Background: an optimization exercise with open tools, aiming at small area, a short achievable clock period and few clock cycles. Do not read the settings as production practice. Only simulation tests tie the RTL to the original design; equivalence was not proved. Power is estimated from default activity; no workload was simulated.

**flow/flow/run.sh**
```bash
#!/bin/bash
# Standard layout; timing repair aimed at 20.7 ns of slack at the design's
# period, and a clock tree without dummy balancing loads
set -euo pipefail
bash standard.sh SETUP_SLACK_MARGIN=20.7 \
  "CTS_ARGS=-sink_clustering_enable -repair_clock_nets -dont_use_dummy_load -sink_clustering_size 20 -sink_clustering_max_diameter 60" \
  > standard.log 2>&1
```
**flow/constraint.sdc**
```tcl
create_clock -name core_clock -period 26.5 [get_ports {clk}]
set_input_delay 5.3000 -clock core_clock [delete_from_list [all_inputs] [get_ports {clk}]]
set_output_delay 5.3000 -clock core_clock [all_outputs]
set_load 0.01 [all_outputs]
```
**flow/standard.sh**
```bash
#!/bin/bash
# synth_recipe.tcl (not shown) runs the flow's synth.tcl, then flattens the netlist and writes it again
# the make line also repeats each setting of config.mk as NAME=value (left out here)
make -C /OpenROAD-flow-scripts/flow DESIGN_CONFIG=/design/flow/config.mk WORK_HOME=/design/flow/orfs CLKGATE_MAP_FILE= SYNTH_SCRIPT=/design/flow/synth_recipe.tcl "${@:-finish}"
```
**flow/design.v**
```verilog
`default_nettype none
package ppu_pkg;
  localparam int ROWS   = 16;                  
  localparam int SPIKES = 16;                  
  typedef logic [$clog2(ROWS)-1:0]     row_id_t;      
  typedef logic [SPIKES-1:0]           spike_pat_t;   
  typedef logic [$clog2(SPIKES+1)-1:0] popcnt_t;      
  typedef logic [ROWS-1:0]             row_mask_t;    
  typedef struct packed {
    row_id_t    addr;
    spike_pat_t pattern;
  } tile_write_t;
  typedef struct packed {
    row_id_t row_id;
    logic    last;                             
  } row_query_t;
  typedef struct packed {
    row_id_t   row_id;
    logic      last;
    row_mask_t subset_mask;                    
  } match_t;
  typedef struct packed {
    row_id_t    row_id;
    row_id_t    prefix_id;                     
    spike_pat_t residual;
    logic       last;
  } task_t;
  typedef enum logic [1:0] {
    SEQ_IDLE,                                  
    SEQ_ISSUE,                                 
    SEQ_DRAIN                                  
  } seq_state_t;
endpackage
`default_nettype wire
`timescale 1ns/1ps
`default_nettype none
module ppu_top
(
  input  logic        clk,
  input  logic        rst_n,
  input  logic        tile_wr_valid,           
  output logic        tile_wr_ready,
  input  logic [19:0] tile_wr,                 
  input  logic        tile_start,              
  output logic        busy,
  output logic        tile_done,
  output logic        task_valid,              
  input  logic        task_ready,
  output logic [24:0] task_data                
);
  localparam int ROWS = 16;
  logic        rdy_q;                          
  logic        busy_q;
  logic        done_q;
  logic        tv_q;                           
  logic        mv_q;                           
  logic [4:0]  p_q;                            
  logic [24:0] t_q;                            
  logic        we, start_acc, en, stall, take_last;
  assign we        = tile_wr_valid && rdy_q;
  assign start_acc = tile_start && rdy_q;
  assign en        = !tv_q || task_ready;
  assign stall     = tv_q && !task_ready;
  assign take_last = tv_q && task_ready && t_q[0];
  logic [15:0] pat [ROWS];
  always_ff @(posedge clk) begin
    for (int j = 0; j < ROWS; j++)
      if (we && (tile_wr[19:16] == j)) pat[j] <= tile_wr[15:0];
  end
  logic        wv_q;
  logic [3:0]  wa_q;
  logic [15:0] wd_q;
  logic [3:0]  wk;                             
  logic [4:0]  wcnt;
  always_ff @(posedge clk) begin
    if (!rst_n) wv_q <= 1'b0;
    else        wv_q <= we;
    wa_q <= tile_wr[19:16];
    wd_q <= tile_wr[15:0];
  end
  always_comb begin
    wcnt = '0;
    for (int b = 0; b < 16; b++) wcnt = wcnt + {4'd0, wd_q[b]};
  end
  assign wk = wcnt[3:0] - 4'd1;               
  logic [15:0] nz_q;                           
  logic [3:0]  pk_q [ROWS];                    
  always_ff @(posedge clk) begin
    if (!rst_n) nz_q <= '0;
    else if (wv_q) nz_q[wa_q] <= |wd_q;
  end
  always_ff @(posedge clk) begin
    for (int j = 0; j < ROWS; j++)
      if (wv_q && (wa_q == j)) pk_q[j] <= wk;
  end
  logic [15:0] qa;
  logic [15:0] hit_a;
  always_comb begin
    qa = pat[p_q[3:0]];
    for (int j = 0; j < ROWS; j++)
      hit_a[j] = ((pat[j] & ~qa) == 16'h0) && (p_q[3:0] != j);
  end
  logic [15:0] hit_q;
  logic [15:0] q_q;
  logic [3:0]  row_q;
  always_ff @(posedge clk) begin
    hit_q <= hit_a;
    q_q   <= qa;
    row_q <= p_q[3:0];
  end
  logic        nzr;
  logic [15:0] cand, a1, a2, best;
  logic        found;
  logic [3:0]  best_id;
  logic [15:0] pbest;
  logic [15:0] res;
  logic        g3, g2, g1, h3, h2, h1;
  logic        seen;
  always_comb begin
    nzr  = nz_q[row_q];
    cand = hit_q & nz_q & {16{nzr}};
    g3 = 1'b0; g2 = 1'b0; g1 = 1'b0;
    for (int j = 0; j < ROWS; j++) begin
      g3 = g3 | (cand[j] && pk_q[j][3:2] == 2'd3);
      g2 = g2 | (cand[j] && pk_q[j][3:2] >= 2'd2);
      g1 = g1 | (cand[j] && pk_q[j][3:2] >= 2'd1);
    end
    for (int j = 0; j < ROWS; j++)
      a1[j] = cand[j] && (pk_q[j][3:2] == 2'd3 || !g3)
                      && (pk_q[j][3:2] >= 2'd2 || !g2)
                      && (pk_q[j][3:2] >= 2'd1 || !g1);
    h3 = 1'b0; h2 = 1'b0; h1 = 1'b0;
    for (int j = 0; j < ROWS; j++) begin
      h3 = h3 | (a1[j] && pk_q[j][1:0] == 2'd3);
      h2 = h2 | (a1[j] && pk_q[j][1:0] >= 2'd2);
      h1 = h1 | (a1[j] && pk_q[j][1:0] >= 2'd1);
    end
    for (int j = 0; j < ROWS; j++)
      a2[j] = a1[j] && (pk_q[j][1:0] == 2'd3 || !h3)
                    && (pk_q[j][1:0] >= 2'd2 || !h2)
                    && (pk_q[j][1:0] >= 2'd1 || !h1);
    seen = 1'b0;
    for (int j = 0; j < ROWS; j++) begin
      best[j] = a2[j] && !seen;
      seen    = seen | a2[j];
    end
    found   = |cand;
    best_id = '0;
    pbest   = '0;
    for (int j = 0; j < ROWS; j++) begin
      if (best[j]) best_id = best_id | j[3:0];
      pbest = pbest | (pat[j] & {16{best[j]}});
    end
    res = q_q & ~pbest & {16{nzr}};            
  end
  always_ff @(posedge clk) begin
    if (en) t_q <= {row_q, found ? best_id : row_q, res, row_q == 4'd15};
  end
  always_ff @(posedge clk) begin
    if (!rst_n) begin
      rdy_q  <= 1'b1;
      busy_q <= 1'b0;
      done_q <= 1'b0;
      tv_q   <= 1'b0;
      mv_q   <= 1'b0;
      p_q    <= '0;
    end else begin
      done_q <= take_last;
      if (start_acc) begin
        rdy_q  <= 1'b0;
        busy_q <= 1'b1;
        p_q    <= 5'd1;
        mv_q   <= 1'b1;                        
      end else if (!busy_q) begin
        p_q    <= '0;
        mv_q   <= 1'b0;
      end else if (stall) begin
        p_q    <= {1'b0, t_q[24:21]} + 5'd1;   
        mv_q   <= 1'b0;
      end else begin
        if (!p_q[4]) p_q <= p_q + 5'd1;
        mv_q   <= !p_q[4];
      end
      if (take_last) begin
        busy_q <= 1'b0;
        rdy_q  <= 1'b1;
      end
      if (en) tv_q <= mv_q && busy_q;
    end
  end
  assign tile_wr_ready = rdy_q;
  assign busy          = busy_q;
  assign tile_done     = done_q;
  assign task_valid    = tv_q;
  assign task_data     = t_q;
endmodule
`default_nettype wire
```
**flow/config.mk**
```make
export PLATFORM = sky130hd
export DESIGN_NAME = ppu_top
export DESIGN_NICKNAME = ppu_top
export VERILOG_FILES = /design/flow/design.v
export SDC_FILE = /design/flow/constraint.sdc
export NUM_CORES = 4
export LEC_CHECK = 0
export CAP_MARGIN = 20
export CORE_MARGIN = 2
export CORE_UTILIZATION = 40
export SLEW_MARGIN = 20
```
==> results of run 1 <==
worst register-to-register path, stage by stage (launching register included):
cell       delay [ns]
dfxtp_1          0.46
nand2_1          0.23
o21ai_0          0.52
nor3_4           0.16
buf_4            0.20
nand2_1          0.44
a31oi_2          0.32
a222oi_1         0.38
and3_1           0.41
and3_2           0.48
o2111ai_2        0.16
buf_4            0.28
o311ai_2         0.12
buf_4            0.29
a211oi_1         0.10
o21ai_0          0.69
and4_1           0.34
Yosys cell counts, types with 25 or more instances:
cell	number	area [sq um]
a21oi_1	32	160.2
a22oi_1	43	322.8
a31oi_1	25	156.4
o21ai_0	56	280.3
nand3_1	32	160.2
o211ai_1	49	367.9
clkbuf_1	89	334.1
nand4_1	54	337.8
edfxtp_1	345	10360
nor2_1	100	375.4
a221oi_1	114	998.5
and3_1	33	206.5
inv_1	138	518.0
and2_1	33	206.5
a22o_1	80	700.7
nand2_1	101	379.1
a211oi_1	33	247.7
dfxtp_1	83	1662
stage by stage:
step | setup WS [ns] | hold slack [ns]
global route | 19.87 | 0.4631
CTS | 19.90 | 0.4498
finish | 19.90 | 0.4472
floorplan | 19.87 | 0.3290
detailed placement | 18.60 | 0.4495
global placement | 18.63 | 0.4463
path summary, 6_finish.rpt:
check,startpoint,to,cells past startpoint
max,t_q[7],task_data[7],1
min,p_q[1],row_q[1],0
max reg2reg,nz_q[0],t_q[3],16
min reg2reg,p_q[1],row_q[1],0
power groups by stage:
stage | registers [mW] | logic, mW | clock network [mW]
after floorplan | 0.801 | 0.0870 | 0
after global placement | 0.808 | 0.182 | 0
after detailed placement | 0.808 | 0.185 | 0
after CTS | 0.793 | 0.190 | 0.498
after global routing | 0.794 | 0.212 | 0.521
final | 0.794 | 0.204 | 0.496
kinds of logic (layout without fill, tap and decap cells):
| group | after synthesis | count (layout) | synth area share [%] |
|---|---|---|---|
| muxes | 28 | 28 | 1.576 |
| AOI/OAI and AO/OA | 627 | 628 | 23.72 |
| xor gates and xnor gates | 9 | 9 | 0.3664 |
| and+or+nand+nor | 461 | 462 | 11.85 |
| DFF | 428 | 428 | 55.88 |
| other | 0 | 2 | 0 |
| buffers and inverters | 255 | 360 | 4.775 |
| adders and majority gates | 25 | 25 | 1.838 |
layer usage:
layer  wire length (um)  part of all wire [%]  track usage, %
met2              40200                    40           47.93
met5                 24                 0.024               0
met4               4064                   4.0           11.06
met3              15590                    15           14.00
met1              41870                    41           51.06
layout make-up:
cell class	instances	area (sq um)	area share [%]
Inverter	138	521.8	2.058
Timing Repair Buffer	183	1888	7.447
Multi-Input combinational cell	1152	9074	35.79
Tap cell	696	870.8	3.435
Antenna cell	2	5.005	0.01974
Clock buffer	38	950.9	3.751
Timing Repair inverter	1	7.507	0.02961
Sequential cell	428	12040	47.47
timing repair:
item                                    in CTS  in global routing
cloned                                       9                  1
endpoints found under the setup margin     629                312
gates resized for setup                    251                 48
pin swaps                                   23                 10
buffers inserted                            57                 11
state kept, by name, indices dropped and copies added (netlist names), 5 cells and up:
register and count:
t_q 25, q_q 16, hit_q 16, pat 256
wd_q 16, pk_q 64, nz_q 16, p_q 5
==> run notes, run 1 <==
outcome finished clean; Top FF cell, synth edfxtp_1; Non-Filler Instances 2638; fill count 4791; maximum vdd drop 69.35 uV; RSZ-0062 raised after global routing true; worst min path class reg -> reg; sequential share of power 53.1%; dpl cells 2520; dpl hpwl 72590 um; Routability Congestion 1.028; DP Area 23110 sq um; Sw Ratio 27.07%; commonest non-fill, non-tap cell in the layout edfxtp_1; starting density of the core 40.22%; cell count after synthesis 1833; Worst Max-Slew Pin Slew 1.326 ns; Worst-Skew Late Latency 0.58 ns; first drt pass iteration count 6; CP Cell Sequence buf_2; NetSw 404.3 uW; clk slew on worst S/H paths 0.07 ns; CTS max path bufs 3; syn nets 1883; DR vias/cell 7.213; Routed Wire Length 101700 um; Residual DRC 0; clk root buf clkbuf_16; Worst setup SP type flip-flop; TritonCTS buffer count 38; max cap viols 0; pwr dens 58.91 nW/um^2; setup TNS after final layout 0 ns; Slew Viols, Final 0; commonest non-fill, non-tap cells in the layout edfxtp_1 (345), inv_1 (137), a221oi_1 (114); crit-path max FO 1; GRT Residual Overflow 0; NumNets Final 1992; Synth Warn # 3; share of post-route cells with drive strength above 1 19.12%; Synth Register Bits 428; Int Pwr 1.089 mW; initial antenna violation count 5; Fin. Hold Viols 0; Setup crit end kind primary output; first-pass GRT wire length 138100 um; GRT Total Usage 35.29%; CP max stage cell edfxtp_1; clock group share of total power 33.2%; Die ar. 55660 sq um; P_leak 8.718 nW; Max stage delay on crit path 0.52 ns; kind of critical path reg -> out; CP Data Arrival Time 1.30 ns; R2R Setup Slk 20.75 ns; CTS Hold Bufs 0; DRT iter0 DRCs 3673; Core ar. 53500 sq um; final setup fails 0; number of H-tree levels 2; Area growth syn-to-layout 17.84%; fin crit period 6.601 ns; slew margin rel. 11.59%; delay-heaviest family, CP flip-flops; I/O pin count 54; vias in the first global route 17360; unique cell type count in the Yosys netlist 90; PnR Total Power 1.494 mW; fmax 151.5 MHz; Syn Area/Cell 11.74 sq um; die width 235.9 um; Cell Rows 85; Req. time, crit path 21.20 ns; antenna-violating nets left 0; Post-synth EDFFs 345; WL/cell 38.57 um; die height 235.9 um; WP buf/inv 1; Vias 19030; Async SR Flop Fraction 0%; CTS tree built; Post-Synthesis Cell Area 21510 sq um; Buffers on Ports 53; Clock Sinks 428; pin count of the biggest net entering global routing 37; power share of the combinational group 13.7%; Tcrit/Tclk final 24.91%; Final Core Density 47.39%; final instance area 25350 sq um; sequential fraction of the synthesis area 55.88%; clk_skew 0.04576 ns
Testbench counts, summed over its fixed seeds: cycles 6,720.
==> run 2: changes to the inputs <==
==> flow/run.sh (new file) <==
#!/bin/bash
# synth_recipe.tcl (not shown) runs the flow's synth.tcl, then flattens the netlist and writes it again
# the make line also repeats each setting of config.mk as NAME=value (left out here)
make -C /OpenROAD-flow-scripts/flow DESIGN_CONFIG=/design/flow/config.mk WORK_HOME=/design/flow/orfs CLKGATE_MAP_FILE= SYNTH_SCRIPT=/design/flow/synth_recipe.tcl finish
removed: flow/flow/run.sh
removed: flow/standard.sh
==> run 2 against run 1 <==
Net effect: via count is 1.2% higher; highest routed layer unchanged; critical path type is now in -> reg; count of clock-buffer cells in the layout is 19 higher; wire length is 6.9% higher; power is 17% higher; utilization is 0.76 points lower; critical endpoint is now pat[12][3]; die area stayed put.
==> run notes, run 2 <==
NetSw 454.1 uW (+12%); CTS max path bufs 3 (unchanged); pin count of the biggest net entering global routing 38 (+2.7%); Routed Wire Length 108800 um (+6.9%); clk root buf clkbuf_16; sequential share of power 45.4% (-7.7 points); max cap viols 0 (unchanged); synth top area cells edfxtp_1 (48%), dfxtp_1 (7.7%), a221oi_1 (4.6%); fin crit period 7.053 ns (+0.4513 ns); Non-Filler Instances 2633 (-0.19%); maximum vdd drop 43.88 uV (-37%); Buffers on Ports 53 (unchanged); Core ar. 53500 sq um (unchanged); TritonCTS buffer count 49 (+29%); Reg with most FFs pat; Area growth syn-to-layout 15.94%; CTS Hold Bufs 0 (unchanged); PnR worst setup slack 19.45 ns (-0.4513 ns); crit-path max FO 16 (+15); reg2reg path depth 14 (-2); pwr dens 70.19 nW/um^2 (+19%); top-count cell post-synth edfxtp_1; DR vias/cell 7.317 (+1.4%); GRT Residual Overflow 0 (unchanged); power share of the combinational group 10.9% (-2.8 points); Worst-Skew Late Latency 0.61 ns (+0.03 ns); Slew Viols, Final 0 (unchanged); Int Pwr 1.297 mW (+19%); starting density of the core 40.22% (unchanged); Setup crit end kind flip-flop; Synth Register Bits 428 (unchanged); RSZ-0062 raised after global routing false; Post-Synthesis Cell Area 21510 sq um (unchanged); clk slew on worst S/H paths 0.06 ns (about the same); WP depth 4 (+3); P_leak 8.558 nW (-1.8%); I/O pin count 54 (unchanged); CP Cell Sequence clkdlybuf4s50_1 -> nand2_1 -> or3_1 -> nor2_2; Post-CTS Setup Inserts 0 (-100%); outcome finished clean; Cell Rows 85 (unchanged); Top FF cell, synth edfxtp_1; number of H-tree levels 2 (unchanged); cell count after synthesis 1833 (unchanged); commonest non-fill, non-tap cells in the layout edfxtp_1 (345), inv_1 (138), a221oi_1 (114); Residual DRC 0 (unchanged); CP max stage cell nor2_2; worst min path class reg -> reg; Tcrit/Tclk final 26.61% (+1.7 points); Req. time, crit path 26.72 ns (+5.52 ns); top flop regs pat x256, pk_q x64, t_q x25; delay-heaviest family, CP simple AND/OR/NAND/NOR gates; Hold Path Cell Cnt 0 (unchanged); share of post-route cells with drive strength above 1 14.43% (-4.7 points); Fin Hold WS 0.4494 ns (+0.002155 ns); Syn Area/Cell 11.74 sq um (unchanged); WP buf/inv 1 (unchanged); Routability Congestion 1.008 (-2.0%); dpl hpwl 77600 um (+6.9%); Synth top cells by count edfxtp_1 (345), inv_1 (138), a221oi_1 (114), nand2_1 (101), nor2_1 (100); fmax 141.8 MHz (-6.4%); slew margin rel. 20.14% (+8.5 points); post-CTS sizing 0 (-100%); vias in the first global route 17580 (+1.3%); sequential fraction of the synthesis area 55.88% (unchanged); Async SR Flop Fraction 0% (unchanged); PnR Total Power 1.751 mW (+17%); GRT Total Usage 38.41% (+3.1 points); final setup fails 0 (unchanged); Max stage delay on crit path 0.85 ns (+0.33 ns); worst r2r src pk_q[11][3]; syn nets 1883 (unchanged); Synth Warn # 3 (unchanged); Yosys top cell area share 48.15% (unchanged); CTS tree built; Post-synth EDFFs 345 (unchanged); Fin. Hold Viols 0 (unchanged); clk_skew 0.01849 ns (-0.02728 ns); NumNets Final 1942 (-2.5%); CP Data Arrival Time 7.28 ns (+5.98 ns); Worst setup SP type input pin; Worst Hold Launch p_q[1]; leading area contributor after synthesis edfxtp_1; max reg flops 256 (unchanged); Clock Sinks 428 (unchanged); setup TNS after final layout 0 ns (unchanged); clock group share of total power 43.8% (+11 points); first-pass GRT wire length 147900 um (+7.1%); kind of critical path in -> reg; Die ar. 55660 sq um (unchanged); dpl cells 2537 (+0.67%); antenna-violating nets left 0 (unchanged); die width 235.9 um (unchanged); Critical Path Source tile_wr_valid; unique cell type count in the Yosys netlist 90 (unchanged); die height 235.9 um (unchanged); first drt pass iteration count 6 (unchanged); Vias 19270 (+1.2%); commonest non-fill, non-tap cell in the layout edfxtp_1; WL/cell 41.33 um (+7.1%); initial antenna violation count 12 (+7); DRT iter0 DRCs 3868 (+5.3%); DP Worst Slack 18.91 ns (+0.3110 ns); Sw Ratio 25.94% (-1.1 points); Worst Max-Slew Pin Slew 1.198 ns (-0.1281 ns)
[run 2: routing by layer]
| metal | global-route usage [%] | vias to the layer above | wire length (um) |
|---|---|---|---|
| li1 | - | 7527 | - |
| met1 | 52.89 | 9626 | 42640 |
| met2 | 52.90 | 1728 | 43440 |
| met3 | 14.17 | 370 | 15850 |
| met4 | 19.01 | 14 | 6762 |
| met5 | 0 | - | 121 |
[run 2: worst paths after layout]
kind / endpoint / slack, ns
max: pat[12][3] / 19.45
min: row_q[1] / 0.45
max reg2reg: t_q[10] / 19.52
min reg2reg: row_q[1] / 0.45
[run 2: logic make-up (layout without fill, tap and decap cells)]
logic type | count (synthesis) | in the layout | synth area share [%]
buf+inv | 255 | 355 | 4.775
fa+ha+maj | 25 | 25 | 1.838
compound gates | 627 | 627 | 23.72
xor+xnor | 9 | 9 | 0.3664
simple gates | 461 | 461 | 11.85
other cells | 0 | 4 | 0
mux | 28 | 28 | 1.576
flops | 428 | 428 | 55.88
[run 2: power groups by stage]
stage / clock (mW) / sequential [mW] / combinational, mW
finish: 0.766 / 0.794 / 0.191
global placement: 0 / 0.807 / 0.180
CTS: 0.771 / 0.793 / 0.183
global route: 0.795 / 0.795 / 0.198
detailed placement: 0 / 0.807 / 0.182
floorplan: 0 / 0.801 / 0.0850
[run 2: area by class of cell]
class / instances / area (sq um)
flip-flops and latches: 428 / 12020
well taps: 696 / 870.8
diodes: 4 / 10.01
repair buffers: 125 / 1074
clock buffers: 57 / 1330
multi-input cells: 1150 / 8652
inverters: 138 / 518.0
clock inverters: 35 / 467.9
fillers: 4842 / 28550
[run 2: through the flow]
step           util, %  cell area [sq um]
2_1_floorplan        -              21510
3_3_place_gp     43.20              23110
3_5_place_dp     43.24              23130
4_1_cts          46.60              24930
5_1_grt          46.61              24930
6_report         46.63              24940
[run 2: worst reg2reg max path, cell delays in order (launching register included)]
cell and delay [ns]:
edfxtp_1 0.42, o211ai_1 0.24, o2111ai_1 0.42, nor4_4 0.84, o211ai_1 0.19, a2111oi_2 0.99, a22oi_1 0.20, and3_1 0.36
and3_1 0.46, o2111ai_1 0.98, nand3_1 0.36, nor4_4 0.35, buf_4 0.32, o21ai_1 0.34, and4_1 0.26
==> run 3: changes to the inputs <==
--- a/flow/design.v
+++ b/flow/design.v
@@ -63,9 +63,4 @@
   assign stall     = tv_q && !task_ready;
   assign take_last = tv_q && task_ready && t_q[0];
-  logic [15:0] pat [ROWS];
-  always_ff @(posedge clk) begin
-    for (int j = 0; j < ROWS; j++)
-      if (we && (tile_wr[19:16] == j)) pat[j] <= tile_wr[15:0];
-  end
   logic        wv_q;
   logic [3:0]  wa_q;
@@ -73,4 +68,5 @@
   logic [3:0]  wk;                             
   logic [4:0]  wcnt;
+  logic [15:0] fw;                             
   always_ff @(posedge clk) begin
     if (!rst_n) wv_q <= 1'b0;
@@ -79,4 +75,11 @@
     wd_q <= tile_wr[15:0];
   end
+  always_comb
+    for (int j = 0; j < ROWS; j++) fw[j] = wv_q && (wa_q == j);
+  logic [15:0] pat [ROWS];
+  always_ff @(posedge clk) begin
+    for (int j = 0; j < ROWS; j++)
+      if (fw[j]) pat[j] <= wd_q;
+  end
   always_comb begin
     wcnt = '0;
@@ -92,12 +95,14 @@
   always_ff @(posedge clk) begin
     for (int j = 0; j < ROWS; j++)
-      if (wv_q && (wa_q == j)) pk_q[j] <= wk;
+      if (fw[j]) pk_q[j] <= wk;
   end
   logic [15:0] qa;
   logic [15:0] hit_a;
+  logic        hit_w;
   always_comb begin
-    qa = pat[p_q[3:0]];
-    for (int j = 0; j < ROWS; j++)
-      hit_a[j] = ((pat[j] & ~qa) == 16'h0) && (p_q[3:0] != j);
+    qa = fw[p_q[3:0]] ? wd_q : pat[p_q[3:0]];
+    hit_w = ((wd_q & ~qa) == 16'h0);
+    for (int j = 0; j < ROWS; j++)
+      hit_a[j] = (fw[j] ? hit_w : ((pat[j] & ~qa) == 16'h0)) && (p_q[3:0] != j);
   end
   logic [15:0] hit_q;
==> run 3 against run 2 <==
Net effect: still clean on timing, DRC and antenna; area after synthesis fell by 2.7%; register-to-register slack improved by 0.05 ns; global-route usage fell by 4.9 points; power is 9.0% lower; synthesized cell count decreased by 2.0%; hold slack improved by 0.00085 ns; first-iteration DRC count rose by 7.9%; highest routed layer unchanged.
==> run notes, run 3 <==
clk slew on worst S/H paths 0.06 ns (about the same); Top FF cell, synth edfxtp_1; unique cell type count in the Yosys netlist 87 (-3.3%); Post-Synthesis Cell Area 20940 sq um (-2.7%); NumNets Final 1923 (-0.98%); post-CTS sizing 0 (unchanged); commonest non-fill, non-tap cells in the layout edfxtp_1 (345), a22oi_1 (175), inv_1 (119); Die ar. 54190 sq um (-2.6%); synth top area cells edfxtp_1 (49%), dfxtp_1 (7.9%), a22oi_1 (6.3%); Antenna diodes 0 (-4); GRT Residual Overflow 0 (unchanged); WL/cell 35.45 um (-14%); starting density of the core 40.65% (+0.43 points); DRT iter0 DRCs 4175 (+7.9%); fill count 4763 (-1.6%); maximum vdd drop 47.58 uV (+8.4%); dpl hpwl 63510 um (-18%); DP Area 22530 sq um (-2.6%); DR vias/cell 7.071 (-3.4%); fmax 144.3 MHz (+1.7%); RSZ-0062 raised after global routing false; CP Data Arrival Time 7.28 ns (about the same); outcome finished clean; clk_skew 0.02919 ns (+0.01070 ns); Req. time, crit path 26.84 ns (+0.12 ns); crit-path max FO 22 (+6); Worst setup SP type flip-flop; final instance area 24060 sq um (-3.6%); Worst-Skew Late Latency 0.61 ns (about the same); Synth Warn # 3 (unchanged); Area growth syn-to-layout 14.89%; Slew Viols, Final 0 (unchanged); Routability Congestion 1.011 (+0.33%); die height 232.8 um (-1.3%); Tcrit/Tclk final 26.16% (-0.45 points); pin count of the biggest net entering global routing 38 (unchanged); Yosys top cell area share 49.48% (+1.3 points); initial antenna violation count 2 (-10); Synth top cells by count edfxtp_1 (345), a22oi_1 (176), inv_1 (120), nand3_1 (107), nand2_1 (105); Post-CTS Setup Inserts 0 (unchanged); Setup crit end kind flip-flop; cell count after synthesis 1796 (-2.0%); R2R Setup Slk 19.57 ns (+0.05 ns); top-count cell post-synth edfxtp_1; leading area contributor after synthesis edfxtp_1; syn nets 1846 (-2.0%); first-pass GRT wire length 127900 um (-14%); Buffers on Ports 53 (unchanged); first drt pass iteration count 12 (+6); slew margin rel. 19.89% (-0.25 points); GRT Total Usage 33.49% (-4.9 points); CTS tree built; CTS Hold Bufs 0 (unchanged); Reg with most FFs pat; worst min path class reg -> reg; Routed Wire Length 91830 um (-16%); I/O pin count 54 (unchanged); max reg flops 256 (unchanged); Clock Sinks 428 (unchanged); CTS max path bufs 3 (unchanged); Cell Rows 83 (-2.4%); die width 232.8 um (-1.3%); Post-synth EDFFs 345 (unchanged); clk root buf clkbuf_16; Core ar. 51510 sq um (-3.7%); Synth Register Bits 428 (unchanged); final setup fails 0 (unchanged); setup TNS after final layout 0 ns (unchanged); vias in the first global route 17260 (-1.8%); share of post-route cells with drive strength above 1 10.94% (-3.5 points); Async SR Flop Fraction 0% (unchanged); TritonCTS buffer count 47 (-4.1%); sequential fraction of the synthesis area 57.41% (+1.5 points); fin crit period 6.932 ns (-0.1205 ns); Residual DRC 0 (unchanged); kind of critical path reg -> reg; Fin. Hold Viols 0 (unchanged); number of H-tree levels 2 (unchanged); Syn Area/Cell 11.66 sq um (-0.67%); Vias 18310 (-4.9%); max cap viols 0 (unchanged); pwr dens 66.22 nW/um^2 (-5.7%); top flop regs pat x256, pk_q x64, t_q x25; commonest non-fill, non-tap cell in the layout edfxtp_1; P_leak 8.281 nW (-3.2%); antenna-violating nets left 0 (unchanged); Worst Max-Slew Pin Slew 1.202 ns (+0.003729 ns)
## run 3: cell type report
| cell class | count | area [sq um] | area share [%] |
|---|---|---|---|
| Clock buffer | 59 | 1274 | 5.295 |
| Multi-Input combinational cell | 1142 | 8085 | 33.61 |
| Inverter | 121 | 454.2 | 1.888 |
| Timing Repair Buffer | 133 | 1151 | 4.785 |
| Sequential cell | 428 | 12020 | 49.97 |
| Clock inverter | 27 | 220.2 | 0.9154 |
| Tap cell | 680 | 850.8 | 3.537 |
## run 3: metrics by stage
| stage | setup WS [ns] | hold WS, ns | cells | power [mW] | util, % |
|---|---|---|---|---|---|
| floorplan | 19.75 | 0.3709 | 1796 | 0.8767 | - |
| global placement | 19.54 | 0.4448 | 2503 | 0.9572 | 43.74 |
| detailed placement | 19.59 | 0.4410 | 2503 | 0.9581 | 43.74 |
| CTS | 19.50 | 0.4484 | 2589 | 1.598 | 46.64 |
| global route | 19.44 | 0.4800 | 2590 | 1.636 | 46.70 |
| finish | 19.57 | 0.4502 | 2590 | 1.593 | 46.70 |
## run 3: metal layers
metal | up-vias | wire length [um] | GRT usage [%]
li1 | 7403 | - | -
met3 | 364 | 12310 | 9.436
met2 | 1678 | 38580 | 48.60
met5 | - | 22 | 0
met1 | 8864 | 35110 | 45.14
met4 | 4 | 5798 | 18.29
## run 3: final timing paths
kind / startpoint / to / cells past startpoint
max: pk_q[0][3] / t_q[13] / 16
min: mv_q / tv_q / 2
max reg2reg: pk_q[0][3] / t_q[13] / 16
min reg2reg: mv_q / tv_q / 2
## run 3: report_power, final
part	switching [mW]	internal (mW)	leakage, nW
Clock	0.275	0.370	0.735
Sequential	0.0121	0.775	3.87
Combinational	0.114	0.0464	3.68
## run 3: kinds of logic (layout without fill, tap and decap cells)
group,Yosys count,after routing,share of synthesized area (%)
multiplexers,17,17,1.070
AO/OA/AOI/OAI,583,583,22.32
AND/OR/NAND/NOR,504,504,12.48
adder cells (fa/ha/maj),25,25,1.888
XOR/XNOR,13,13,0.5438
flip-flops,428,428,57.41
buffers and inverters,226,340,4.278
## run 3: critical path: stages, from the launching register on
cell and delay, ns:
edfxtp_1 0.45, o211ai_1 0.30, o2111ai_1 0.22, nor4_4 0.98
o211ai_1 0.19, a2111oi_2 0.84, a22oi_1 0.24, nand4_2 0.24
o31ai_1 0.13, a21oi_1 0.20, or2_1 0.81, o21ai_2 0.11
buf_4 0.32, nor4b_4 0.93, buf_4 0.38, a221oi_1 0.12
and3_1 0.20
Testbench counts of run 3, summed over its fixed seeds: cycles 6,720.
==> run 4: changes to the inputs <==
==> flow/flow/run.sh (new file) <==
#!/bin/bash
# Standard layout, with timing repair aimed at a slack of 20.7 ns at the design's period
set -euo pipefail
bash standard.sh SETUP_SLACK_MARGIN=20.7 > standard.log 2>&1
==> flow/standard.sh (new file) <==
#!/bin/bash
# synth_recipe.tcl (not shown) runs the flow's synth.tcl, then flattens the netlist and writes it again
# the make line also repeats each setting of config.mk as NAME=value (left out here)
make -C /OpenROAD-flow-scripts/flow DESIGN_CONFIG=/design/flow/config.mk WORK_HOME=/design/flow/orfs CLKGATE_MAP_FILE= SYNTH_SCRIPT=/design/flow/synth_recipe.tcl "${@:-finish}"
removed: flow/run.sh
==> run 4 against run 3 <==
Net effect: clock skew about the same; maximum frequency increased by 6.8%; clock power about the same; synthesized cell count unchanged.
==> run notes, run 4 <==
outcome finished clean; Hold Path Cell Cnt 2 (unchanged); Slew Viols, Final 0 (unchanged); Max stage delay on crit path 0.44 ns (-0.54 ns); Synth Area in Adders 1.888% (unchanged); final instance area 24180 sq um (+0.51%); Post-Synthesis Cell Area 20940 sq um (unchanged); fill count 4679 (-1.8%); Compound-Gate Fraction of Synth Area 22.32% (unchanged); clk root buf clkbuf_16; fmax 154.1 MHz (+6.8%); max reg flops 256 (unchanged); synth top area cells edfxtp_1 (49%), dfxtp_1 (7.9%), a22oi_1 (6.3%); NumNets Final 1938 (+0.78%); slew margin rel. 18.49% (-1.4 points); starting density of the core 40.65% (unchanged); CTS max path bufs 3 (unchanged); syn nets 1846 (unchanged); Setup crit end kind primary output; crit-path max FO 2 (-91%); DR vias/cell 7.086 (+0.21%); CTS tree built; cell count after synthesis 1796 (unchanged); Area growth syn-to-layout 15.48%; initial antenna violation count 2 (unchanged); first drt pass iteration count 8 (-4); Fin Hold WS 0.4644 ns (+0.01423 ns); sequential fraction of the synthesis area 57.41% (unchanged); antenna-violating nets left 0 (unchanged); WHS Endpoint tv_q; WP buf/inv 1 (-1); Yosys top cell area share 49.48% (unchanged); CP max stage cell edfxtp_1; R2R Setup Slk 20.75 ns (+1.18 ns); DRT iter0 DRCs 3902 (-6.5%); Worst setup SP type flip-flop; top-count cell post-synth edfxtp_1; CTS Hold Bufs 0 (unchanged); Worst Hold Launch mv_q; GRT Total Usage 33.81% (+0.32 points); commonest non-fill, non-tap cells in the layout edfxtp_1 (345), a22oi_1 (175), inv_1 (119); Clock Sinks 428 (unchanged); Sw Ratio 25.90% (+0.70 points); commonest non-fill, non-tap cell in the layout edfxtp_1; Routed Wire Length 92810 um (+1.1%); reg2reg path depth 16 (unchanged); Core ar. 51510 sq um (unchanged); Residual DRC 0 (unchanged); setup TNS after final layout 0 ns (unchanged); power share of the combinational group 10.1% (about the same); clock group share of total power 40.4% (about the same); CP Cell Sequence buf_6; Req. time, crit path 21.20 ns (-5.64 ns); RR Endpoint t_q[3]; Vias 18470 (+0.83%); Reg with most FFs pat; Syn Area/Cell 11.66 sq um (unchanged); RSZ-0062 raised after global routing true; leading area contributor after synthesis edfxtp_1; I/O pin count 54 (unchanged); sequential share of power 49.5% (about the same); xor and xnor area share after synthesis 0.5438% (unchanged); worst r2r src row_q[3]; largest family of logic cells by synthesized area compound AO/OA/AOI/OAI gates; DP Area 22520 sq um (about the same); fin crit period 6.491 ns (-0.4413 ns); Synth Register Bits 428 (unchanged); vias in the first global route 17170 (-0.51%); NetSw 411.9 uW (+2.6%); Tcrit/Tclk final 24.49% (-1.7 points); die width 232.8 um (unchanged); dpl hpwl 62340 um (-1.8%); Cell Rows 83 (unchanged); share of post-route cells with drive strength above 1 14.08% (+3.1 points); Fin. Hold Viols 0 (unchanged); Post-synth EDFFs 345 (unchanged); TritonCTS buffer count 46 (-2.1%); die height 232.8 um (unchanged); clk slew on worst S/H paths 0.06 ns (about the same); Synth top cells by count edfxtp_1 (345), a22oi_1 (176), inv_1 (120), nand3_1 (107), nand2_1 (105); final setup fails 0 (unchanged); P_leak 8.453 nW (+2.1%); WL/cell 35.62 um (+0.45%); maximum vdd drop 51.52 uV (+8.3%); number of H-tree levels 2 (unchanged); Worst-Skew Late Latency 0.61 ns (about the same); Synth Area in Simple Gates 12.48% (unchanged); unique cell type count in the Yosys netlist 87 (unchanged); Die ar. 54190 sq um (unchanged); max cap viols 0 (unchanged); Top FF cell, synth edfxtp_1; Synth Warn # 3 (unchanged); worst min path class reg -> reg; CP Data Arrival Time 1.19 ns (-6.09 ns); top flop regs pat x256, pk_q x64, t_q x25; pwr dens 65.76 nW/um^2 (-0.68%); Final Core Density 46.94% (+0.24 points); kind of critical path reg -> out; clk_skew 0.02885 ns (-0.0003381 ns); Async SR Flop Fraction 0% (unchanged); delay-heaviest family, CP flip-flops; Worst Max-Slew Pin Slew 1.223 ns (+0.02097 ns); Routability Congestion 1.017 (+0.60%); Int Pwr 1.178 mW (-1.1%); pin count of the biggest net entering global routing 36 (-5.3%); Buffers on Ports 53 (unchanged); GRT Residual Overflow 0 (unchanged); mux share of post-synthesis cell area 1.070% (unchanged); first-pass GRT wire length 129500 um (+1.3%)
-- run 4: cell counts after synthesis --
Identical to the previous run, type by type.
-- run 4: power groups by stage --
stage                     Sequential (mW)  Clock (mW)  Combinational (mW)
final                               0.787       0.643               0.161
after global placement              0.801           0               0.156
after global routing                0.787       0.672               0.170
after floorplan                     0.799           0              0.0782
after detailed placement            0.801           0               0.157
after CTS                           0.786       0.647               0.157
-- run 4: worst max path at each step --
stage / end / start / depth (start not counted)
6_report: task_data[21] / t_q[21] / 1
5_1_grt: task_data[7] / t_q[7] / 1
4_1_cts: task_data[21] / t_q[21] / 1
3_5_place_dp: p_q[0] / task_ready / 6
3_3_place_gp: p_q[0] / task_ready / 6
2_1_floorplan: t_q[0] / task_ready / 2
-- run 4: what timing repair did --
item,4_1_cts,5_1_grt
pin swaps,0,3
setup endpoints to repair,97,61
gates resized for setup,138,20
setup buffers,9,9
gates cloned,2,0
-- run 4: stage by stage --
step	setup slack [ns]	total power [mW]	instances
after floorplan	20.58	0.8769	1796
after global placement	19.59	0.9564	2500
after detailed placement	19.62	0.9577	2500
after CTS	19.98	1.590	2596
after global routing	19.98	1.629	2605
final	20.01	1.590	2606
-- run 4: per-layer routing --
metal / track usage [%] / wire [um] / up-vias / part of all wire [%]
met4: 16.66 / 5601 / 2 / 6.0
met3: 9.890 / 12150 / 354 / 13
li1: - / - / 7435 / -
met1: 44.96 / 35320 / 9064 / 38
met2: 50.36 / 39730 / 1610 / 43
met5: 0 / 13 / - / 0.014
-- run 4: kinds of logic after synthesis --
logic type / after synthesis
XOR/XNOR: 13
flip-flops: 428
adder cells (fa/ha/maj): 25
AO/OA/AOI/OAI: 583
buffers and inverters: 226
multiplexers: 17
AND/OR/NAND/NOR: 504
-- run 4: layout make-up --
type                    count  area [sq um]  area share [%]
diodes                      1         2.502         0.01035
flip-flops and latches    428         12030           49.76
inverters                 121         457.9           1.894
repair inverters            1         7.507         0.03105
clock inverters            20         160.2          0.6624
clock buffers              65          1315           5.439
multi-input cells        1143          8198           33.90
repair buffers            147          1155           4.776
well taps                 680         850.8           3.519
==> run 5: changes to the inputs <==
==> flow/flow/run.sh (replaced) <==
#!/bin/bash
# Standard layout; timing repair aimed at 20.7 ns of slack at the design's
# period, and a clock tree without dummy balancing loads
set -euo pipefail
bash standard.sh SETUP_SLACK_MARGIN=20.7 \
  "CTS_ARGS=-sink_clustering_enable -repair_clock_nets -dont_use_dummy_load -sink_clustering_size 20 -sink_clustering_max_diameter 60" \
  > standard.log 2>&1
==> run 5 against run 4 <==
Net effect: flip-flop and latch count stayed put; cell area shrank 1.6%; power decreased by 7.9%; hold slack lost 0.0069 ns; largest cell class unchanged.
==> run notes, run 5 <==
Routed Wire Length 92470 um (-0.37%); RR Endpoint t_q[18]; CTS Hold Bufs 0 (unchanged); top-count cell post-synth edfxtp_1; I/O pin count 54 (unchanged); CP Data Arrival Time 1.18 ns (about the same); RSZ-0062 raised after global routing true; Vias 18140 (-1.8%); outcome finished clean; Yosys top cell area share 49.48% (unchanged); pwr dens 61.55 nW/um^2 (-6.4%); R2R Setup Slk 20.92 ns (+0.17 ns); Hold Path Cell Cnt 2 (unchanged); final setup fails 0 (unchanged); Clock Sinks 428 (unchanged); CTS max path bufs 3 (unchanged); Reg with most FFs pat; Fin Hold WS 0.4575 ns (-0.006926 ns); first drt pass iteration count 19 (+11); CP max stage cell edfxtp_1; fin crit period 6.483 ns (-0.008400 ns); cell count after synthesis 1796 (unchanged); CP Cell Sequence buf_2; worst min path class reg -> reg; maximum vdd drop 49.43 uV (-4.1%); Slew Viols, Final 0 (unchanged); Core ar. 51510 sq um (unchanged); setup TNS after final layout 0 ns (unchanged); Buffers on Ports 53 (unchanged); Area growth syn-to-layout 13.62%; leading area contributor after synthesis edfxtp_1; pin count of the biggest net entering global routing 36 (unchanged); Async SR Flop Fraction 0% (unchanged); P_leak 8.255 nW (-2.3%); die height 232.8 um (unchanged); Synth Warn # 3 (unchanged); max reg flops 256 (unchanged); delay-heaviest family, CP flip-flops; DR vias/cell 7.075 (-0.15%); FF/Latch Area 12030 sq um (unchanged); Worst-Skew Late Latency 0.59 ns (-0.02 ns); max cap viols 0 (unchanged); clk_skew 0.05134 ns (+0.02249 ns); starting density of the core 40.65% (unchanged); dpl cells 2500 (unchanged); Residual DRC 0 (unchanged); reg2reg path depth 16 (unchanged); Worst Hold Launch mv_q; Synth Register Bits 428 (unchanged); Final Core Density 46.19% (-0.75 points); kind of critical path reg -> out; fmax 154.3 MHz (+0.13%); unique cell type count in the Yosys netlist 87 (unchanged); worst r2r src nz_q[0]; number of H-tree levels 2 (unchanged); Worst Max-Slew Pin Slew 1.246 ns (+0.02312 ns); clk slew on worst S/H paths 0.08 ns (+0.02 ns); initial antenna violation count 3 (+1); first-pass GRT wire length 129300 um (-0.13%); Post-synth EDFFs 345 (unchanged); Max stage delay on crit path 0.43 ns (about the same); Non-Filler Instances 2564 (-1.6%); die width 232.8 um (unchanged); Tcrit/Tclk final 24.46% (-0.032 points); Cell Rows 83 (unchanged); NumNets Final 1935 (-0.15%); WHS Endpoint tv_q; sequential fraction of the synthesis area 57.41% (unchanged); fill count 4699 (+0.43%); PnR Total Power 1.464 mW (-7.9%); Post-Synthesis Cell Area 20940 sq um (unchanged); slew margin rel. 16.95% (-1.5 points); commonest non-fill, non-tap cell in the layout edfxtp_1; commonest non-fill, non-tap cells in the layout edfxtp_1 (345), a22oi_1 (175), inv_1 (119); Routability Congestion 1.017 (unchanged); Fin. Hold Viols 0 (unchanged); WP buf/inv 1 (unchanged); WL/cell 36.06 um (+1.3%); GRT Residual Overflow 0 (unchanged); dpl hpwl 62340 um (unchanged); syn nets 1846 (unchanged); Syn Area/Cell 11.66 sq um (unchanged); synth top area cells edfxtp_1 (49%), dfxtp_1 (7.9%), a22oi_1 (6.3%); Setup crit end kind primary output; top flop regs pat x256, pk_q x64, t_q x25; Top FF cell, synth edfxtp_1; share of post-route cells with drive strength above 1 13.22% (-0.85 points); antenna-violating nets left 0 (unchanged); Multi-input gate area 8214 sq um (+0.20%); Worst setup SP type flip-flop; GRT Total Usage 33.79% (about the same); Die ar. 54190 sq um (unchanged); crit-path max FO 1 (-1); Req. time, crit path 21.20 ns (about the same); TritonCTS buffer count 41 (-11%); clk root buf clkbuf_16; DRT iter0 DRCs 3910 (+0.21%); vias in the first global route 17130 (-0.25%); Synth top cells by count edfxtp_1 (345), a22oi_1 (176), inv_1 (120), nand3_1 (107), nand2_1 (105); CTS tree built
run 5: timing repair:
action                     CTS  global route
setup endpoints to repair   97            60
resized for setup          137            30
gates cloned                 2             0
buffers inserted            13             7
pin swaps                    0             3
run 5: worst max path at each step:
| stage | startpoint | endpoint | depth (start not counted) |
|---|---|---|---|
| after global routing | t_q[7] | task_data[7] | 1 |
| after floorplan | task_ready | t_q[0] | 2 |
| final | t_q[7] | task_data[7] | 1 |
| after detailed placement | task_ready | p_q[0] | 6 |
| after global placement | task_ready | p_q[0] | 6 |
| after CTS | t_q[7] | task_data[7] | 1 |
run 5: layout make-up:
cell class                 count  share of cell area, %
tap                          680                  3.576
multi-input combinational   1143                  34.53
timing repair inverter         1                0.03155
sequential                   428                  50.58
inverter                     121                  1.925
antenna                        1                0.01052
timing repair buffer         149                  5.043
clock buffer                  41                  4.312
run 5: metrics by stage:
step           area [sq um]  setup WS (ns)
6_report              23790          20.02
2_1_floorplan         20970          20.58
3_5_place_dp          22520          19.62
3_3_place_gp          22520          19.59
5_1_grt               23790          19.98
4_1_cts               23630          19.98
run 5: power breakdown:
group	switching, mW	internal (mW)
registers	0.0106	0.776
clock network	0.244	0.271
logic	0.118	0.0440
total	0.373	1.09
run 5: layer usage:
layer,vias up,part of all wire [%],track usage [%]
met5,-,0.017,0
met4,2,6.1,17.06
met3,368,13,10.01
met2,1544,43,50.30
met1,8837,39,44.73
li1,7389,-,-
run 5: logic make-up after synthesis:
group | Yosys count | synth area share, %
AND/OR/NAND/NOR | 504 | 12.48
XOR/XNOR | 13 | 0.5438
AO/OA/AOI/OAI | 583 | 22.32
adder cells (fa/ha/maj) | 25 | 1.888
flip-flops | 428 | 57.41
multiplexers | 17 | 1.070
buffers and inverters | 226 | 4.278
==> run 6: changes to the inputs <==
==> flow/flow/run.sh (replaced) <==
#!/bin/bash
# Standard layout; timing repair aimed at 20.7 ns of slack at the design's
# period, and a clock tree of fewer, larger sink clusters without dummy loads
set -euo pipefail
bash standard.sh SETUP_SLACK_MARGIN=20.7 \
  "CTS_ARGS=-sink_clustering_enable -repair_clock_nets -dont_use_dummy_load -sink_clustering_size 28 -sink_clustering_max_diameter 100" \
  > standard.log 2>&1
--- a/flow/config.mk
+++ b/flow/config.mk
@@ -8,4 +8,4 @@
 export CAP_MARGIN = 20
 export CORE_MARGIN = 2
-export CORE_UTILIZATION = 40
+export CORE_UTILIZATION = 50
 export SLEW_MARGIN = 20
==> run 6 against run 5 <==
Net effect: power is 12% lower; area after synthesis stayed put; maximum frequency is 1.2% lower; still clean on timing, DRC and antenna; sequential share of layout area is 1.4 points higher; combinational power hardly changed; first-iteration DRC count is 4.4% higher; hold slack worse by 0.013 ns; sequential power hardly changed; global-route usage is 6.5 points higher; flip-flop and latch count stayed put; wire length is 3.2% lower.
==> run notes, run 6 <==
Req. time, crit path 21.20 ns (about the same); commonest non-fill, non-tap cells in the layout edfxtp_1 (345), a22oi_1 (175), inv_1 (117); delay-heaviest family, CP flip-flops; top-count cell post-synth edfxtp_1; Routability Congestion 1.072 (+5.4%); outcome finished clean; Fin. Hold Viols 0 (unchanged); Clock Sinks 428 (unchanged); pwr dens 55.45 nW/um^2 (-9.9%); Reg with most FFs pat; initial antenna violation count 1 (-2); Synth Warn # 3 (unchanged); top flop regs pat x256, pk_q x64, t_q x25; setup TNS after final layout 0 ns (unchanged); vias in the first global route 17080 (-0.27%); WL/cell 37.22 um (+3.2%); die width 208.6 um (-10%); crit-path max FO 1 (unchanged); Vias 18400 (+1.4%); Area growth syn-to-layout 10.50%; clk root buf clkbuf_16; fin crit period 6.561 ns (+0.07880 ns); Post-synth EDFFs 345 (unchanged); Max stage delay on crit path 0.49 ns (+0.06 ns); Routed Wire Length 89500 um (-3.2%); I/O pin count 54 (unchanged); CP Cell Sequence buf_2; DRT iter0 DRCs 4082 (+4.4%); Yosys top cell area share 49.48% (unchanged); unique cell type count in the Yosys netlist 87 (unchanged); Residual DRC 0 (unchanged); NumNets Final 1924 (-0.57%); PnR worst setup slack 19.94 ns (-0.07880 ns); number of H-tree levels 1 (-1); DR vias/cell 7.650 (+8.1%); CTS tree built; Worst setup SP type flip-flop; die height 208.6 um (-10%); maximum vdd drop 64.19 uV (+30%); TritonCTS buffer count 19 (-54%); Async SR Flop Fraction 0% (unchanged); Post-Synthesis Cell Area 20940 sq um (unchanged); worst min path class reg -> reg; first-pass GRT wire length 125500 um (-3.0%); Final Core Density 56.29% (+10 points); slew margin rel. 27.34% (+10 points); synth top area cells edfxtp_1 (49%), dfxtp_1 (7.9%), a22oi_1 (6.3%); Buffers on Ports 53 (unchanged); Worst Max-Slew Pin Slew 1.089 ns (-0.1571 ns); syn nets 1846 (unchanged); max reg flops 256 (unchanged); P_leak 8.041 nW (-2.6%); Synth top cells by count edfxtp_1 (345), a22oi_1 (176), inv_1 (120), nand3_1 (107), nand2_1 (105); commonest non-fill, non-tap cell in the layout edfxtp_1; first drt pass iteration count 13 (-6); WP buf/inv 1 (unchanged); Die ar. 43530 sq um (-20%); DP Worst Slack 19.66 ns (+0.04030 ns); clk slew on worst S/H paths 0.10 ns (+0.02 ns); fmax 152.4 MHz (-1.2%); Setup crit end kind primary output; Worst-Skew Late Latency 0.59 ns (about the same); clk_skew 0.06060 ns (+0.009256 ns); Top FF cell, synth edfxtp_1; sequential fraction of the synthesis area 57.41% (unchanged); cell count after synthesis 1796 (unchanged); Syn Area/Cell 11.66 sq um (unchanged); CTS max path bufs 3 (unchanged); GRT Total Usage 40.31% (+6.5 points); max cap viols 0 (unchanged); Core ar. 41110 sq um (-20%); CP max stage cell edfxtp_1; leading area contributor after synthesis edfxtp_1; dpl hpwl 60260 um (-3.3%); antenna-violating nets left 0 (unchanged); RSZ-0062 raised after global routing true; Slew Viols, Final 0 (unchanged); final setup fails 0 (unchanged); pin count of the biggest net entering global routing 36 (unchanged); kind of critical path reg -> out; GRT Residual Overflow 0 (unchanged); Cell Rows 74 (-11%); CP Data Arrival Time 1.26 ns (+0.08 ns); Synth Register Bits 428 (unchanged); Tcrit/Tclk final 24.76% (+0.30 points); starting density of the core 50.93% (+10 points); share of post-route cells with drive strength above 1 12.45% (-0.78 points)
run 6: through the flow:
| stage | total power [mW] | hold slack [ns] | cell area (sq um) | std cells |
|---|---|---|---|---|
| CTS | 1.278 | 0.4513 | 22990 | 2397 |
| floorplan | 0.8769 | 0.3709 | 20970 | 1796 |
| global placement | 0.9545 | 0.4427 | 22360 | 2357 |
| finish | 1.283 | 0.4448 | 23140 | 2405 |
| global route | 1.315 | 0.4655 | 23140 | 2404 |
| detailed placement | 0.9539 | 0.4458 | 22360 | 2357 |
run 6: worst paths after layout:
check | start | end | slack (ns) | cells after the start
max reg2reg | row_q[2] | t_q[6] | 20.89 | 17
min reg2reg | mv_q | tv_q | 0.44 | 2
max | t_q[7] | task_data[7] | 19.94 | 1
min | mv_q | tv_q | 0.44 | 2
run 6: cells by family (layout without fill, tap and decap cells):
logic type	Yosys count	after routing	synth area share (%)
buf+inv	226	301	4.278
flops	428	428	57.41
other cells	0	1	0
xor+xnor	13	13	0.5438
simple gates	504	505	12.48
fa+ha+maj	25	25	1.888
compound gates	583	583	22.32
mux	17	17	1.070
run 6: layout make-up:
class	count	area, sq um
fillers	3521	17970
repair buffers	159	1270
multi-input cells	1143	8223
diodes	1	2.502
flip-flops and latches	428	12030
repair inverters	2	15.01
well taps	532	665.6
inverters	121	457.9
clock buffers	19	475.5
run 6: repair_timing:
action | in CTS | in global routing
hold buffers | 0 | 0
pin swaps | 2 | 4
gates cloned | 3 | 0
endpoints found under the setup margin | 97 | 64
gates resized for setup | 142 | 17
buffers inserted | 18 | 7
run 6: where the power goes:
part / switching, mW / total, mW / internal, mW
combinational: 0.116 / 0.163 / 0.0469
sequential: 0.0111 / 0.785 / 0.774
clock: 0.205 / 0.335 / 0.130
total: 0.332 / 1.28 / 0.951
run 6: layer usage:
| metal | wire length, um | track usage [%] |
|---|---|---|
| met3 | 13450 | 13.62 |
| met1 | 32410 | 53.32 |
| met4 | 6215 | 20.20 |
| met2 | 37430 | 59.30 |
| met5 | 0 | 0.7786 |
run 6: worst reg2reg max path, delay by kind of cell, from the launching register on:
| family | cells | cell delay [ns] |
|---|---|---|
| multiplexers | 1 | 0.54 |
| flip-flops | 1 | 0.49 |
| AND/OR/NAND/NOR | 4 | 1.68 |
| buffers and inverters | 3 | 0.76 |
| AO/OA/AOI/OAI | 9 | 1.92 |
==> run 7: changes to the inputs <==
==> flow/flow/run.sh (replaced) <==
#!/bin/bash
# Standard layout; timing repair aimed at 20.7 ns of slack at the design's
# period, and a clock tree of fewer, larger sink clusters without dummy loads
set -euo pipefail
bash standard.sh SETUP_SLACK_MARGIN=20.7 \
  "CTS_ARGS=-sink_clustering_enable -repair_clock_nets -dont_use_dummy_load -sink_clustering_size 24 -sink_clustering_max_diameter 90" \
  > standard.log 2>&1
--- a/flow/config.mk
+++ b/flow/config.mk
@@ -8,4 +8,5 @@
 export CAP_MARGIN = 20
 export CORE_MARGIN = 2
-export CORE_UTILIZATION = 50
+export CORE_UTILIZATION = 40
+export GPL_TIMING_DRIVEN = 0
 export SLEW_MARGIN = 20
==> run 7 against run 6 <==
Net effect: global-route usage up 1.6 points; count of clock-buffer cells in the layout up 6; critical path depth unchanged; register-to-register slack worse by 0.44 ns; largest cell class unchanged; highest routed layer is now met5.
==> run notes, run 7 <==
maximum vdd drop 58.09 uV (-9.5%); Cell Rows 83 (+12%); DP Worst Slack 19.65 ns (-0.01180 ns); Max stage delay on crit path 0.44 ns (-0.05 ns); Top FF cell, synth edfxtp_1; pwr dens 56.93 nW/um^2 (+2.7%); Critical Path Source t_q[18]; WP depth 1 (unchanged); outcome finished clean; Setup crit end kind primary output; TritonCTS buffer count 25 (+6); CTS Hold Bufs 0 (unchanged); Die ar. 54190 sq um (+24%); kind of critical path reg -> out; NumNets Final 1981 (+3.0%); CP Cell Sequence buf_2; syn nets 1846 (unchanged); Syn Area/Cell 11.66 sq um (unchanged); crit path to task_data[18]; Routability Congestion 1.110 (+3.5%); antenna-violating nets left 0 (unchanged); Buffers on Ports 53 (unchanged); P_leak 8.202 nW (+2.0%); CTS max path bufs 3 (unchanged); DRT iter0 DRCs 4087 (+0.12%); I/O pin count 54 (unchanged); Reg with most FFs pat; Worst setup SP type flip-flop; RR Endpoint hit_q[7]; DR vias/cell 7.393 (-3.4%); Vias 19320 (+5.0%); delay-heaviest family, CP flip-flops; Post-Synthesis Cell Area 20940 sq um (unchanged); first drt pass iteration count 13 (unchanged); starting density of the core 40.65% (-10 points); commonest non-fill, non-tap cell in the layout edfxtp_1; Routed Wire Length 114500 um (+28%); GRT Total Usage 41.88% (+1.6 points); Async SR Flop Fraction 0% (unchanged); Synth Warn # 3 (unchanged); CP max stage cell edfxtp_1; fmax 154.3 MHz (+1.2%); WP buf/inv 1 (unchanged); first-pass GRT wire length 152800 um (+22%); synth top area cells edfxtp_1 (49%), dfxtp_1 (7.9%), a22oi_1 (6.3%); GRT Residual Overflow 0 (unchanged); leading area contributor after synthesis edfxtp_1; reg2reg path depth 15 (-2); Worst-Skew Late Latency 0.62 ns (+0.03 ns); vias in the first global route 17800 (+4.2%); Req. time, crit path 21.20 ns (about the same); Tcrit/Tclk final 24.46% (-0.30 points); number of H-tree levels 1 (unchanged); setup TNS after final layout 0 ns (unchanged); cell count after synthesis 1796 (unchanged); worst r2r src p_q[3]; unique cell type count in the Yosys netlist 87 (unchanged); Slew Viols, Final 0 (unchanged); sequential fraction of the synthesis area 57.41% (unchanged); Post-synth EDFFs 345 (unchanged); RSZ-0062 raised after global routing true; slew margin rel. 12.16% (-15 points); PnR worst setup slack 20.02 ns (+0.08020 ns); max reg flops 256 (unchanged); Area growth syn-to-layout 14.01%; die height 232.8 um (+12%); initial antenna violation count 5 (+4); CP Data Arrival Time 1.18 ns (-0.08 ns); WL/cell 43.83 um (+18%); Residual DRC 0 (unchanged); dpl hpwl 79790 um (+32%); clk slew on worst S/H paths 0.10 ns (about the same); worst min path class reg -> reg; pin count of the biggest net entering global routing 25 (-31%); R2R Setup Slk 20.45 ns (-0.44 ns); top-count cell post-synth edfxtp_1; Worst Max-Slew Pin Slew 1.318 ns (+0.2290 ns); commonest non-fill, non-tap cells in the layout edfxtp_1 (345), a22oi_1 (176), inv_1 (108); CTS tree built; fin crit period 6.481 ns (-0.08020 ns); Synth Register Bits 428 (unchanged); Fin. Hold Viols 0 (unchanged); Clock Sinks 428 (unchanged); final setup fails 0 (unchanged); Yosys top cell area share 49.48% (unchanged); Core ar. 51510 sq um (+25%); die width 232.8 um (+12%); share of post-route cells with drive strength above 1 13.17% (+0.72 points); crit-path max FO 1 (unchanged); clk root buf clkbuf_16; clk_skew 0.06423 ns (+0.003627 ns); top flop regs pat x256, pk_q x64, t_q x25; Synth top cells by count edfxtp_1 (345), a22oi_1 (176), inv_1 (120), nand3_1 (107), nand2_1 (105); max cap viols 0 (unchanged)
[run 7: cell counts after synthesis]
No cell type changed its count.
[run 7: worst min-delay path by stage]
stage	from	to	slack, ns	cells after the start
4_1_cts	row_q[3]	t_q[24]	0.43	0
6_report	row_q[3]	t_q[24]	0.43	0
2_1_floorplan	p_q[3]	row_q[3]	0.37	0
3_5_place_dp	row_q[3]	t_q[24]	0.41	0
5_1_grt	row_q[3]	t_q[24]	0.45	0
3_3_place_gp	row_q[3]	t_q[24]	0.41	0
[run 7: report_power, final]
part | switching [mW] | internal [mW]
combinational | 0.125 | 0.0493
clock | 0.225 | 0.168
sequential | 0.0179 | 0.774
total | 0.368 | 0.991
[run 7: kinds of logic after synthesis]
group | share of synthesized area [%]
compound gates | 22.32
xor+xnor | 0.5438
fa+ha+maj | 1.888
buf+inv | 4.278
flops | 57.41
mux | 1.070
simple gates | 12.48
[run 7: area by class of cell]
type / instances / area, sq um
clock buffer: 25 / 625.6
timing repair buffer: 108 / 1120
buffer: 105 / 520.5
sequential: 428 / 12030
fill: 4730 / 27640
multi-input combinational: 1142 / 8260
inverter: 121 / 454.2
antenna: 4 / 10.01
tap: 680 / 850.8
[run 7: metrics by stage]
step	instance area (sq um)	util [%]	cells	hold slack (ns)	total power [mW]
2_1_floorplan	20970	-	1796	0.3709	0.8769
3_5_place_dp	22770	44.20	2546	0.4094	0.9725
6_report	23870	46.35	2613	0.4341	1.359
3_3_place_gp	22350	43.39	2529	0.4111	0.9599
5_1_grt	23860	46.33	2609	0.4509	1.388
4_1_cts	23550	45.72	2591	0.4338	1.351
[run 7: metal layers]
metal  up-vias  global-route usage (%)  part of all wire, %  wire [um]
met5         -                   1.287                 0.22        250
met4        10                   26.07                  7.8       8919
met3       441                   15.38                   14      15730
met2      1778                   60.01                   41      47400
met1      9595                   53.40                   37      42230
li1       7495                       -                    -          -
[run 7: repair_timing]
| action | in CTS | in global routing |
|---|---|---|
| setup endpoints to repair | 95 | 56 |
| resized for setup | 163 | 49 |
| gates cloned | 3 | 0 |
| pin swaps | 7 | 7 |
| buffers inserted | 17 | 17 |
==> run 8: changes to the inputs <==
--- a/flow/config.mk
+++ b/flow/config.mk
@@ -9,4 +9,3 @@
 export CORE_MARGIN = 2
 export CORE_UTILIZATION = 40
-export GPL_TIMING_DRIVEN = 0
 export SLEW_MARGIN = 20
==> run 8 against run 7 <==
Net effect: maximum frequency fell by 0.15%; global-route usage down 8.5 points; cell area down 2.4%; combinational power shrank 7%; clock power shrank 4%; still clean on timing, DRC and antenna; synthesized cell count unchanged; via count is 6.1% lower; utilization decreased by 1.1 points; count of clock-buffer cells in the layout down 1; largest power group unchanged; register-to-register slack improved by 0.36 ns; first-iteration DRC count is 9.8% lower.
==> run notes, run 8 <==
outcome finished clean; Buffers on Ports 53 (unchanged); Clock Sinks 428 (unchanged); GRT Total Usage 33.36% (-8.5 points); Max stage delay on crit path 0.43 ns (about the same); DP Area 22520 sq um (-1.1%); synth top area cells edfxtp_1 (49%), dfxtp_1 (7.9%), a22oi_1 (6.3%); top-count cell post-synth edfxtp_1; Final Core Density 45.24% (-1.1 points); first drt pass iteration count 14 (+1); Worst-Skew Late Latency 0.61 ns (about the same); Non-Filler Instances 2545 (-2.6%); pwr dens 56.88 nW/um^2 (-0.10%); R2R Setup Slk 20.81 ns (+0.36 ns); Async SR Flop Fraction 0% (unchanged); slew margin rel. 18.43% (+6.3 points); die width 232.8 um (unchanged); TritonCTS buffer count 24 (-4.0%); number of H-tree levels 1 (unchanged); Cell Rows 83 (unchanged); final instance area 23300 sq um (-2.4%); reg2reg path depth 16 (+1); Post-synth EDFFs 345 (unchanged); Top FF cell, synth edfxtp_1; Synth Register Bits 428 (unchanged); crit-path max FO 1 (unchanged); DP Worst Slack 19.62 ns (-0.02850 ns); Synth Warn # 3 (unchanged); setup TNS after final layout 0 ns (unchanged); max reg flops 256 (unchanged); Fin. Hold Viols 0 (unchanged); first-pass GRT wire length 128300 um (-16%); antenna-violating nets left 0 (unchanged); commonest non-fill, non-tap cells in the layout edfxtp_1 (345), a22oi_1 (175), inv_1 (119); final setup fails 0 (unchanged); kind of critical path reg -> out; DR vias/cell 7.130 (-3.6%); I/O pin count 54 (unchanged); Die ar. 54190 sq um (unchanged); die height 232.8 um (unchanged); Routability Congestion 1.017 (-8.4%); max cap viols 0 (unchanged); Reg with most FFs pat; PnR worst setup slack 20.01 ns (-0.009400 ns); DRT iter0 DRCs 3686 (-9.8%); maximum vdd drop 50.90 uV (-12%); Vias 18150 (-6.1%); CP Data Arrival Time 1.19 ns (about the same); CP max stage cell edfxtp_1; share of post-route cells with drive strength above 1 12.07% (-1.1 points); Tcrit/Tclk final 24.49% (+0.035 points); Synth top cells by count edfxtp_1 (345), a22oi_1 (176), inv_1 (120), nand3_1 (107), nand2_1 (105); Worst Max-Slew Pin Slew 1.224 ns (-0.09409 ns); CTS tree built; NumNets Final 1916 (-3.3%); fmax 154.1 MHz (-0.15%); Req. time, crit path 21.20 ns (about the same); Core ar. 51510 sq um (unchanged); crit path to task_data[7]; worst min path class reg -> reg; leading area contributor after synthesis edfxtp_1; top flop regs pat x256, pk_q x64, t_q x25; worst r2r src row_q[3]; Yosys top cell area share 49.48% (unchanged); clk root buf clkbuf_16; Critical Path Source t_q[7]; starting density of the core 40.65% (unchanged); Residual DRC 0 (unchanged); pin count of the biggest net entering global routing 36 (+44%); GRT Residual Overflow 0 (unchanged); Syn Area/Cell 11.66 sq um (unchanged); Slew Viols, Final 0 (unchanged); Area growth syn-to-layout 11.29%; RR Endpoint t_q[3]; Worst setup SP type flip-flop; P_leak 8.017 nW (-2.3%); cell count after synthesis 1796 (unchanged); CTS max path bufs 3 (unchanged); fill count 4739 (+0.19%); WL/cell 36.07 um (-18%); vias in the first global route 16850 (-5.3%); syn nets 1846 (unchanged); Setup crit end kind primary output; Routed Wire Length 91800 um (-20%); unique cell type count in the Yosys netlist 87 (unchanged); clk_skew 0.05825 ns (-0.005976 ns); commonest non-fill, non-tap cell in the layout edfxtp_1; sequential fraction of the synthesis area 57.41% (unchanged); dpl hpwl 62340 um (-22%); delay-heaviest family, CP flip-flops; initial antenna violation count 2 (-3); CP Cell Sequence buf_2; RSZ-0062 raised after global routing true; clk slew on worst S/H paths 0.10 ns (about the same); dpl cells 2500 (-1.8%); Post-Synthesis Cell Area 20940 sq um (unchanged); WP depth 1 (unchanged); fin crit period 6.491 ns (+0.009400 ns); WP buf/inv 1 (unchanged)
run 8: how the worst min path moves through the flow:
stage	startpoint	to	slack (ns)	cells after the start
floorplan	p_q[3]	row_q[3]	0.37	0
global placement	mv_q	tv_q	0.46	2
detailed placement	mv_q	tv_q	0.46	2
CTS	mv_q	tv_q	0.46	2
global route	mv_q	tv_q	0.49	2
finish	mv_q	tv_q	0.46	2
run 8: metrics by stage:
step           hold slack (ns)  total power [mW]
2_1_floorplan           0.3709            0.8769
3_3_place_gp            0.4592            0.9564
3_5_place_dp            0.4567            0.9577
4_1_cts                 0.4647             1.324
5_1_grt                 0.4928             1.360
6_report                0.4627             1.325
run 8: timing repair:
item,CTS,global route
pin swaps,0,3
setup endpoints to repair,97,58
resized for setup,138,24
gates cloned,2,0
hold buffers,0,0
setup buffers,11,7
endpoints found under the hold margin,0,0
run 8: area by class of cell:
type	instances	area [sq um]	share of cell area, %
antenna	1	2.502	0.01074
clock buffer	24	600.6	2.577
inverter	121	457.9	1.965
multi-input combinational	1143	8198	35.18
sequential	428	12030	51.64
tap	680	850.8	3.651
timing repair buffer	147	1152	4.945
timing repair inverter	1	7.507	0.03222
run 8: where the power goes:
part           internal, mW  leakage (nW)  switching [mW]
combinational        0.0438          3.85           0.118
clock                 0.161         0.296           0.217
sequential            0.775          3.87          0.0107
run 8: logic make-up (layout without fill, tap and decap cells):
family	count (synthesis)	count (layout)	share of synthesized area, %
AO/OA/AOI/OAI	583	583	22.32
XOR/XNOR	13	13	0.5438
adder cells (fa/ha/maj)	25	25	1.888
buffers and inverters	226	293	4.278
flip-flops	428	428	57.41
multiplexers	17	17	1.070
other	0	1	0
AND/OR/NAND/NOR	504	505	12.48
run 8: per-layer routing:
layer | vias up | part of all wire [%] | track usage (%)
met4 | 2 | 5.5 | 14.01
met2 | 1528 | 43 | 50.46
li1 | 7349 | - | -
met5 | - | 0.014 | 0
met3 | 310 | 13 | 9.608
met1 | 8958 | 38 | 44.79

## re-timing with driven ports
The results above use ideal ports. As a check the final layouts listed here were re-extracted and re-timed, cells and wires unchanged.
Step 1 (the two cells are an assumption about what drives the block):
set clk [get_ports {clk}]
set_driving_cell -lib_cell sky130_fd_sc_hd__clkbuf_16 $clk
set_driving_cell -lib_cell sky130_fd_sc_hd__buf_2 [delete_from_list [all_inputs] $clk]
Step 2 also shifts input and output timing later by t, the mid clock arrival at the registers, as if the neighbouring blocks saw the same clock.
Three values: ideal ports, drivers, drivers and shift; two values: the first two.
run	shift t [ns]	setup slack, ns	worst hold slack (ns)	worst setup path after step 2
run 1	0.621	19.899 / 19.835 / 19.633	0.447 / 0.447 / 0.447	input to register
run 2	0.667	19.447 / 19.482 / 18.815	0.449 / 0.449 / 0.449	input to register
run 3	0.650	19.568 / 19.510 / 19.567	0.450 / 0.450 / 0.450	input to register
run 4	0.659	20.009 / 19.948 / 20.111	0.464 / 0.464 / 0.464	input to register
run 5	0.629	20.017 / 19.956 / 20.151	0.458 / 0.458 / 0.458	input to register
run 6	0.621	19.939 / 19.878 / 20.122	0.445 / 0.445 / 0.445	input to register
run 7	0.644	20.019 / 19.959 / 20.118	0.434 / 0.434 / 0.434	input to register
run 8	0.641	20.009 / 19.948 / 20.148	0.463 / 0.463 / 0.463	input to register
After both steps setup and hold are still met in every run listed. The setup slack of run 2, which loses most, moves by +0.035 ns with the drivers and by -0.632 ns with both steps.
